Context: an optimization exercise on an open-source flow, tuned for small area, a short achievable clock period and few clock cycles. The choices shown serve that exercise and are no tape-out recipe. In this exercise RTL edits were held to simulation tests only and were not proved equivalent to the original.

## f84_transition_probabilities
module f84_transition_probabilities (
    input  logic                   i_clk,
    input  logic                   i_rst_n,
    input  logic                   push,
    output logic                   full,
    input  logic [1:0]             i_op,
    input  logic                   i_whole_matrix,
    input  logic [1:0]             i_row_sel,
    input  logic [1:0]             i_col_sel,
    input  logic [f84tp_pkg::WORD_W-1:0]      i_distance,
    output logic                   empty,
    input  logic                   pop,
    output logic [1:0]             o_row,
    output logic [1:0]             o_col,
    output logic [31:0]            o_value,
    output logic                   o_last,
    input  logic                   i_cfg_valid,
    output logic                   o_cfg_ready,
    input  logic [2:0]             i_cfg_index,
    input  logic [f84tp_pkg::WORD_W-1:0]      i_cfg_data
);
    logic [24:0] r_pi0, r_pi1, r_pi2, r_pi3, r_pur, r_pyr;
    logic [31:0] r_kappa, r_rate;
    logic        cfg_wr;
    logic [1:0]  rq_op, rq_row, rq_col;
    logic        rq_whole, rq_take;
    logic [31:0] rq_dist;
    assign o_cfg_ready = 1'b1;
    assign cfg_wr = i_cfg_valid;
    always_ff @(posedge i_clk) begin
        if (!i_rst_n) begin
            r_pi0   <= 25'h040_0000;
            r_pi1   <= 25'h040_0000;
            r_pi2   <= 25'h040_0000;
            r_pi3   <= 25'h040_0000;
            r_kappa <= 32'h0100_0000;
            r_rate  <= 32'h0100_0000;
            r_pur   <= 25'h080_0000;
            r_pyr   <= 25'h080_0000;
        end else if (i_cfg_valid) begin
            case (i_cfg_index)
                3'd0: r_pi0   <= i_cfg_data[24:0];
                3'd1: r_pi1   <= i_cfg_data[24:0];
                3'd2: r_pi2   <= i_cfg_data[24:0];
                3'd3: r_pi3   <= i_cfg_data[24:0];
                3'd4: r_kappa <= i_cfg_data;
                3'd5: r_rate  <= i_cfg_data;
                3'd6: r_pur   <= i_cfg_data[24:0];
                default: r_pyr <= i_cfg_data[24:0];
            endcase
  ...
==> flow/config.mk <==
export PLATFORM = sky130hd
export DESIGN_NAME = f84_transition_probabilities
export DESIGN_NICKNAME = f84_transition_probabilities
export VERILOG_FILES = /design/flow/design.v
export SDC_FILE = /design/flow/constraint.sdc
export NUM_CORES = 8
export LEC_CHECK = 0
export CAP_MARGIN = 20
export CORE_MARGIN = 2
export CORE_UTILIZATION = 25
export PLACE_DENSITY = 0.45
export SETUP_SLACK_MARGIN = 5
export SLEW_MARGIN = 20
==> flow/constraint.sdc <==
create_clock -name core_clock -period 14.0 [get_ports {i_clk}]
set_input_delay 2.8000 -clock core_clock [delete_from_list [all_inputs] [get_ports {i_clk}]]
set_output_delay 2.8000 -clock core_clock [all_outputs]
set_load 0.01 [all_outputs]
run.sh (not shown) runs the stock make flow with config.mk's settings and CLKGATE_MAP_FILE= SYNTH_SCRIPT=/design/flow/synth_recipe.tcl, a recipe that flattens the netlist after the stock synthesis.
The first run ran to the end with no violations.
Testbench counts at the start, summed over its fixed seeds: cycles 21,924.
Next try:
- CORE_UTILIZATION: 25 -> 30
- PLACE_DENSITY: 0.45 -> 0.5
What happened:
- The new run finished with timing, DRC and antenna clean
- sequential share of layout area rises by 0.35 points
- core utilization rises by 5.3 points
- routed wire length rises by 1.4%
- fmax rises by 0.99%
- global-route usage rises by 5.9 points
- worst setup slack improved by 0.092 ns
- register-to-register slack improved by 0.09 ns
- clock-buffer cell count rises by 18
- worst hold slack stays flat
- synthesized cell count is unchanged
Next try:
- CAP_MARGIN: 20 -> 30
- SLEW_MARGIN: 20 -> 30
What happened: The new run passed the timing, design-rule and antenna checks. Global-route usage hardly moves. Wire length rose by 0.42%.
Next try:
- CAP_MARGIN: 30 -> 20
- SETUP_SLACK_MARGIN: 5 -> 4
- SLEW_MARGIN: 30 -> 20
Cell area decreases by about 3.3%.
Cell count decreases by about 1.1%.
First-iteration DRC count decreases by about 3.3%.
Clock-buffer cell count decreases by 9.
Wire length decreases by 1.8%.
Next try:
- CAP_MARGIN: 20 -> 30
- CORE_UTILIZATION: 30 -> 25
- PLACE_DENSITY: 0.5 -> 0.45
- SETUP_SLACK_MARGIN: 4 -> 5
- SLEW_MARGIN: 20 -> 30
What happened:
- The changed run completed with no timing, DRC or antenna violations
- synthesized cell count is unchanged
- wire length hardly moves
- cell count increases by 6.9%
- via count increases by 0.73%
- die area increases by 20%
- global-route usage decreases by 5.5 points
- first-iteration DRC count decreases by 6.1%
- non-clock buffer count increases by 360

-- separate check: timing with driven ports --
The flow's constraints put no driver on any port. The routed layouts listed below were extracted and timed again, unchanged, in two steps. Step 1, drivers: a clkbuf_16 drives i_clk and a buf_2 each remaining input, both assumed. Step 2, shift: input delay + t, output delay - t, t = (earliest + latest rising clock arrival at the registers) / 2. This alone moves slack from input paths to output paths. Slacks: ideal ports / drivers / drivers and shift; pairs: ideal ports / drivers.
run | t, ns | setup WS [ns] | worst setup path at the end
the first run | 1.172 | 4.556 / 4.556 / 4.556 | register to register
the second run | 1.143 | 4.648 / 4.648 / 4.648 | register to register
the third run | 1.147 | 4.799 / 4.799 / 4.799 | register to register
the fourth run | 1.147 | 4.008 / 4.008 / 4.008 | register to register
the fifth run | 1.163 | 4.699 / 4.699 / 4.699 | register to register
After both steps setup and hold are still met in every run listed.
